What follows belongs to an exercise in optimizing a design on an open flow for small area; a production flow would make more cautious choices.
At most, simulation tests tie the RTL to the original design; equivalence was not proved.
Power figures rest on the tool's default switching activity, not on a simulated workload.

Setup of run 1:
// shift_reg
module shift_reg
#(
  parameter int dataWidth = 16
) (
  input  logic                 clk,
  input  logic                 rst,
  input  logic                 shift,
  input  logic [dataWidth-1:0] din,
  input  shift_reg_pkg::addr_t address,
  output logic [dataWidth-1:0] dout
);
export LEC_CHECK = 0
export CAP_MARGIN = 5
export CORE_MARGIN = 2
export CORE_UTILIZATION = 40
export GPL_TIMING_DRIVEN = 0
export SETUP_SLACK_MARGIN = 0.15
export SLEW_MARGIN = 5
export SYNTH_HIERARCHICAL = 1
export SYNTH_MINIMUM_KEEP_SIZE = 0
create_clock -name core_clock -period 7.0 [get_ports {clk}]
standard.sh (not shown) runs the stock make flow with config.mk's settings and CLKGATE_MAP_FILE= SYNTH_SCRIPT=/design/flow/synth_recipe.tcl, a recipe that flattens the netlist after the stock synthesis.
==> flow/flow/run.sh <==
#!/bin/bash
# Layout flow: the standard synthesis and ORFS steps, with these changes:
#  - after synthesis, every logic cell is set to its smallest size;
#  - ports are buffered with buf_2 instead of the resizer's default pick;
#  - the clock tree uses clkbuf_8 leaves on clusters of up to 15 sinks, clkbuf_16
#    above them, and no dummy loads.
# Each step's full output goes to a log file in the work folder.
set -euo pipefail
cd "$(dirname "$0")/.."

bash standard.sh synth > synth.log 2>&1

SYNTH_ODB=$PWD/orfs/results/$FLOW_PLATFORM/shift_reg/base/1_synth.odb \
  openroad -no_init -exit flow/downsize.tcl > downsize.log 2>&1
touch orfs/results/$FLOW_PLATFORM/shift_reg/base/1_synth.sdc

bash standard.sh \
  "BUFFER_PORTS_ARGS=-buffer_cell sky130_fd_sc_hd__buf_2" \
  "CTS_ARGS=-sink_clustering_enable -repair_clock_nets -dont_use_dummy_load -root_buf sky130_fd_sc_hd__clkbuf_16 -tree_buf sky130_fd_sc_hd__clkbuf_16 -buf_list {sky130_fd_sc_hd__clkbuf_8} -sink_clustering_size 15 -sink_clustering_max_diameter 60" \
  finish > layout.log 2>&1
==> flow/flow/downsize.tcl <==
# Set every logic cell of the synthesized netlist to the smallest-area size of
# its type; placement-time repair then sizes up what timing, slew and load
# need, using real placement instead of synthesis's rough load model.
set odb $::env(SYNTH_ODB)
read_db $odb
set db [ord::get_db]
set block [ord::get_db_block]
array set best {}
foreach lib [$db getLibs] {
  foreach m [$lib getMasters] {
    set name [$m getName]
    if {![regexp {^(sky130_fd_sc_hd__[a-z0-9]+)_([0-9]+)$} $name -> base size]} continue
    set area [expr {[$m getWidth] * [$m getHeight]}]
    if {![info exists best($base)]} {
      set best($base) [list $m $area $size]
    } else {
      lassign $best($base) bm barea bsize
      if {$area < $barea || ($area == $barea && $size < $bsize)} {
        set best($base) [list $m $area $size]
      }
    }
  }
}
set n 0
foreach inst [$block getInsts] {
  set name [[$inst getMaster] getName]
  if {![regexp {^(sky130_fd_sc_hd__[a-z0-9]+)_([0-9]+)$} $name -> base size]} continue
  if {[regexp {^sky130_fd_sc_hd__(df|edf|sdf|dl|clk|conb|tap|fill|decap|diode)} $base]} continue
  set m [lindex $best($base) 0]
  if {[$m getName] ne $name} {
    $inst swapMaster $m
    incr n
  }
}
puts "resized $n cells to their smallest size"
write_db $odb
Modified inputs, run 2 compared to run 1
- a change of SLEW_MARGIN from 5 to 20
- a change of CAP_MARGIN from 5 to 20
Results
Between run 2 and run 1, the number of nets produced by synthesis figures differ only marginally.
Higher wire length the detailed router placed on met1 was reported by run 2, not run 1.
Worst vdd rail ir drop in run 2 is 0.0044 mV higher than in run 1
Row final period demand of the worst path: run 2 lower / run 1 higher
Diff run 1 -> run 2 | detailed placement HPWL | increase of 790 um
| clock power | run 1 vs run 2 | ≈ equal |
Status: via total after detailed routing parity (run 1, run 2)
As far as hold slack is concerned, run 1 and run 2 perform about the same.
Run 1 has a lower final worst-path setup slack than run 2.
Run 1 -> run 2: power consumption flat
Multi-input gate count: run 2 vs run 1 identical
Here is what was changed in the inputs of run 3 compared with run 2.
- SLEW_MARGIN changed from 20 to 10
- CAP_MARGIN changed from 20 to 10
Results
Run 3 -> run 2: logic gate share of total power flat
Run 3 ends up with higher total routing resource utilization after global routing than run 2 does.
Run 3 against run 2: total power closely matched the old numbers; core utilization closely matched the old numbers; via count closely matched the old numbers; maximum operating frequency decreased by about 1.3% relative to the old numbers; worst setup margin decreased by 0.088 ns relative to the old numbers.
The inputs of run 4 differ from those of run 3 as listed below.
- swapping 10 for 20 in CAP_MARGIN
- swapping 10 for 20 in SLEW_MARGIN
==> flow/flow/run.sh <==
#!/bin/bash
# Layout flow: the standard synthesis and ORFS steps, with these changes:
#  - after synthesis, every logic cell is set to its smallest size;
#  - ports are buffered with buf_1 instead of the resizer's default pick;
#  - the clock tree uses clkbuf_4 leaves on clusters of up to 10 sinks, clkbuf_16
#    above them, and no dummy loads.
# Each step's full output goes to a log file in the work folder.
set -euo pipefail
cd "$(dirname "$0")/.."

bash standard.sh synth > synth.log 2>&1

SYNTH_ODB=$PWD/orfs/results/$FLOW_PLATFORM/shift_reg/base/1_synth.odb \
  openroad -no_init -exit flow/downsize.tcl > downsize.log 2>&1
touch orfs/results/$FLOW_PLATFORM/shift_reg/base/1_synth.sdc

bash standard.sh \
  "BUFFER_PORTS_ARGS=-buffer_cell sky130_fd_sc_hd__buf_1" \
  "CTS_ARGS=-sink_clustering_enable -repair_clock_nets -dont_use_dummy_load -root_buf sky130_fd_sc_hd__clkbuf_16 -tree_buf sky130_fd_sc_hd__clkbuf_16 -buf_list {sky130_fd_sc_hd__clkbuf_4} -sink_clustering_size 10 -sink_clustering_max_diameter 45" \
  finish > layout.log 2>&1
[summary]
| worst hold slack across all endpoints | lower: run 4 |
Changes observed in run 4 relative to run 3: total setup buffers inserted after CTS has increased; via density per instance comparable; power fell by 170 uW; relative contribution of the clock network to total power shrank by 1.3 points.

========
Another version of the RTL of shift_reg (not shown whole).
For scale: about 2,900 cells after synthesis, roughly 41 I/O pins, roughly 0.035 mm^2 of cells after synthesis.
clock: 7.0 ns
lec_check: 0
cap_margin: 20
core_margin: 2
core_utilization: 65
gpl_timing_driven: 0
place_density: 0.75
setup_slack_margin: 0.3
slew_margin: 20
synth_hierarchical: 1
synth_minimum_keep_size: 0
==> flow/flow/run.sh <==
#!/bin/bash
# Layout flow: the standard synthesis and ORFS steps, with these changes:
#  - after synthesis, the bit cells' a22oi gates are set to the _1 drive;
#  - ports are buffered with buf_2 instead of the resizer's default pick;
#  - the clock tree uses clkbuf_8 leaves on clusters of up to 15 sinks, clkbuf_16
#    above them, and no dummy loads.
# Each step's full output goes to a log file in the work folder.
set -euo pipefail
cd "$(dirname "$0")/.."

bash standard.sh synth > synth.log 2>&1

SYNTH_ODB=$PWD/orfs/results/$FLOW_PLATFORM/shift_reg/base/1_synth.odb \
  openroad -no_init -exit flow/downsize.tcl > downsize.log 2>&1
touch orfs/results/$FLOW_PLATFORM/shift_reg/base/1_synth.sdc

bash standard.sh \
  "BUFFER_PORTS_ARGS=-buffer_cell sky130_fd_sc_hd__buf_2" \
  "CTS_ARGS=-sink_clustering_enable -repair_clock_nets -dont_use_dummy_load -root_buf sky130_fd_sc_hd__clkbuf_16 -tree_buf sky130_fd_sc_hd__clkbuf_16 -buf_list {sky130_fd_sc_hd__clkbuf_8} -sink_clustering_size 15 -sink_clustering_max_diameter 60" \
  finish > layout.log 2>&1
==> flow/flow/downsize.tcl <==
# Put the bit cells' inverting AND-OR gates back to the smallest drive: each
# drives one flip-flop D pin next to it, which the _1 size handles easily.
set odb $::env(SYNTH_ODB)
read_db $odb
set block [ord::get_db_block]
set db [ord::get_db]
set small [$db findMaster sky130_fd_sc_hd__a22oi_1]
set n 0
foreach inst [$block getInsts] {
  if { [[$inst getMaster] getName] eq "sky130_fd_sc_hd__a22oi_2" } {
    $inst swapMaster $small
    incr n
  }
}
puts "downsized $n a22oi_2 to a22oi_1"
write_db $odb
The first run completed, yet does not pass: negative setup slack.
==> next run, changes <==
Settings changed: CORE_UTILIZATION 65 to 40, PLACE_DENSITY 0.75 to not set.
Outcome:
- The changed run finished but failed the layout checks on negative setup slack
- sequential share of layout area drops by 0.49 points
- synthesized area does not change
- clock-buffer cell count climbs by 6
- hold slack stays flat
- setup slack gets worse by 120 ps
- design area climbs by 0.97%
Function was not checked in any run of this note: the RTL went through the layout flow alone.

========
P:
RTL: one of the versions met above, not the one the previous note started from.
Size in the first run: ~1,000 flip-flops, about 41 I/O pins, about 33,000 sq um of cells after synthesis.
clock: 7.0 ns
lec_check: 0
cap_margin: 20
core_margin: 2
core_utilization: 40
gpl_timing_driven: 0
setup_slack_margin: 0.3
slew_margin: 20
synth_hierarchical: 1
synth_minimum_keep_size: 0
==> flow/flow/run.sh <==
#!/bin/bash
# Layout flow: the standard synthesis and ORFS steps, with these changes:
#  - after synthesis, every logic cell is set to its smallest size;
#  - ports are buffered with buf_2 instead of the resizer's default pick;
#  - the clock tree uses clkbuf_8 leaves on clusters of up to 15 sinks, clkbuf_16
#    above them, and no dummy loads.
# Each step's full output goes to a log file in the work folder.
set -euo pipefail
cd "$(dirname "$0")/.."

bash standard.sh synth > synth.log 2>&1

SYNTH_ODB=$PWD/orfs/results/$FLOW_PLATFORM/shift_reg/base/1_synth.odb \
  openroad -no_init -exit flow/downsize.tcl > downsize.log 2>&1
touch orfs/results/$FLOW_PLATFORM/shift_reg/base/1_synth.sdc

bash standard.sh \
  "BUFFER_PORTS_ARGS=-buffer_cell sky130_fd_sc_hd__buf_2" \
  "CTS_ARGS=-sink_clustering_enable -repair_clock_nets -dont_use_dummy_load -root_buf sky130_fd_sc_hd__clkbuf_16 -tree_buf sky130_fd_sc_hd__clkbuf_16 -buf_list {sky130_fd_sc_hd__clkbuf_8} -sink_clustering_size 15 -sink_clustering_max_diameter 60" \
  finish > layout.log 2>&1
==> flow/flow/downsize.tcl <==
# Set every logic cell of the synthesized netlist to the smallest-area size of
# its type; placement-time repair then sizes up what timing, slew and load
# need, using real placement instead of synthesis's rough load model.
set odb $::env(SYNTH_ODB)
read_db $odb
set db [ord::get_db]
set block [ord::get_db_block]
array set best {}
foreach lib [$db getLibs] {
  foreach m [$lib getMasters] {
    set name [$m getName]
    if {![regexp {^(sky130_fd_sc_hd__[a-z0-9]+)_([0-9]+)$} $name -> base size]} continue
    set area [expr {[$m getWidth] * [$m getHeight]}]
    if {![info exists best($base)]} {
      set best($base) [list $m $area $size]
    } else {
      lassign $best($base) bm barea bsize
      if {$area < $barea || ($area == $barea && $size < $bsize)} {
        set best($base) [list $m $area $size]
      }
    }
  }
}
set n 0
foreach inst [$block getInsts] {
  set name [[$inst getMaster] getName]
  if {![regexp {^(sky130_fd_sc_hd__[a-z0-9]+)_([0-9]+)$} $name -> base size]} continue
  if {[regexp {^sky130_fd_sc_hd__(df|edf|sdf|dl|clk|conb|tap|fill|decap|diode)} $base]} continue
  set m [lindex $best($base) 0]
  if {[$m getName] ne $name} {
    $inst swapMaster $m
    incr n
  }
}
puts "resized $n cells to their smallest size"
write_db $odb
Modified inputs, Q compared to P
--- a/flow/flow/run.sh
+++ b/flow/flow/run.sh
@@ -4,2 +4,2 @@
-#  - ports are buffered with buf_2 instead of the resizer's default pick;
-#  - the clock tree uses clkbuf_8 leaves on clusters of up to 15 sinks, clkbuf_16
+#  - ports are buffered with buf_1 instead of the resizer's default pick;
+#  - the clock tree uses clkbuf_4 leaves on clusters of up to 10 sinks, clkbuf_16
@@ -18,2 +18,2 @@
-  "BUFFER_PORTS_ARGS=-buffer_cell sky130_fd_sc_hd__buf_2" \
-  "CTS_ARGS=-sink_clustering_enable -repair_clock_nets -dont_use_dummy_load -root_buf sky130_fd_sc_hd__clkbuf_16 -tree_buf sky130_fd_sc_hd__clkbuf_16 -buf_list {sky130_fd_sc_hd__clkbuf_8} -sink_clustering_size 15 -sink_clustering_max_diameter 60" \
+  "BUFFER_PORTS_ARGS=-buffer_cell sky130_fd_sc_hd__buf_1" \
+  "CTS_ARGS=-sink_clustering_enable -repair_clock_nets -dont_use_dummy_load -root_buf sky130_fd_sc_hd__clkbuf_16 -tree_buf sky130_fd_sc_hd__clkbuf_16 -buf_list {sky130_fd_sc_hd__clkbuf_4} -sink_clustering_size 10 -sink_clustering_max_diameter 60" \
--- a/flow/config.mk
+++ b/flow/config.mk
@@ -12 +12 @@
-export SETUP_SLACK_MARGIN = 0.3
+export SETUP_SLACK_MARGIN = 0.15
### Flow results
For the clock-pin slew on the worst setup and hold paths, Q came in 30 ps higher than P did.
As far as final design instance area without fill is concerned, Q and P perform about the same.
Changes observed in Q relative to P: power per unit of standard cell area down 5.4 nW/um^2; clock network fraction of total power down 1.4 points; portion of the clock cycle consumed by the worst path in the final layout up 0.69 points.
In the metrics for P and Q, the one carrying the lower routed wire length on met3 is P.
P -> Q: post-layout total power decreased slightly
Met2 usage in global routing: higher on P
Relative to P, the via count of the first global-routing pass measured on Q has increased slightly.
The antenna cell count in Q sits 1 below the value recorded for P.

-- re-timing with driven ports --
In the flow no input, the clock included, has a driving cell. The finished layouts below were timed again as built, in two steps. Step 1 sets driving cells, clkbuf_16 on the clock port and buf_2 on the other inputs (assumed; they add their load-dependent delay and slew). Step 2 times the ports against the registers' clock, not the clock port: input delays grow and output delays shrink by t, the midpoint of the rising clock arrivals with the driver on. Three values: ideal ports, drivers, drivers and shift; two values: the first two.
run | t, ns | setup slack, ns | worst setup path at the end
run 1 | 0.647 | 0.235 / 0.216 / 0.216 | input to output
run 2 | 0.659 | 0.287 / 0.264 / 0.264 | input to output
run 3 | 0.648 | 0.199 / 0.173 / 0.173 | input to output
run 4 | 0.665 | 0.299 / 0.252 / 0.252 | input to output
the first run of note 2 | 0.659 | -0.278 / -0.329 / -0.329 | input to output
the second run of note 2 | 0.663 | -0.403 / -0.444 / -0.444 | input to output
P | 0.660 | 0.373 / 0.350 / 0.350 | input to output
Q | 0.663 | 0.325 / 0.285 / 0.285 | input to output
For the first run of note 2, which loses most, drivers alone change the setup slack by -0.051 ns; drivers and shift together by -0.051 ns.
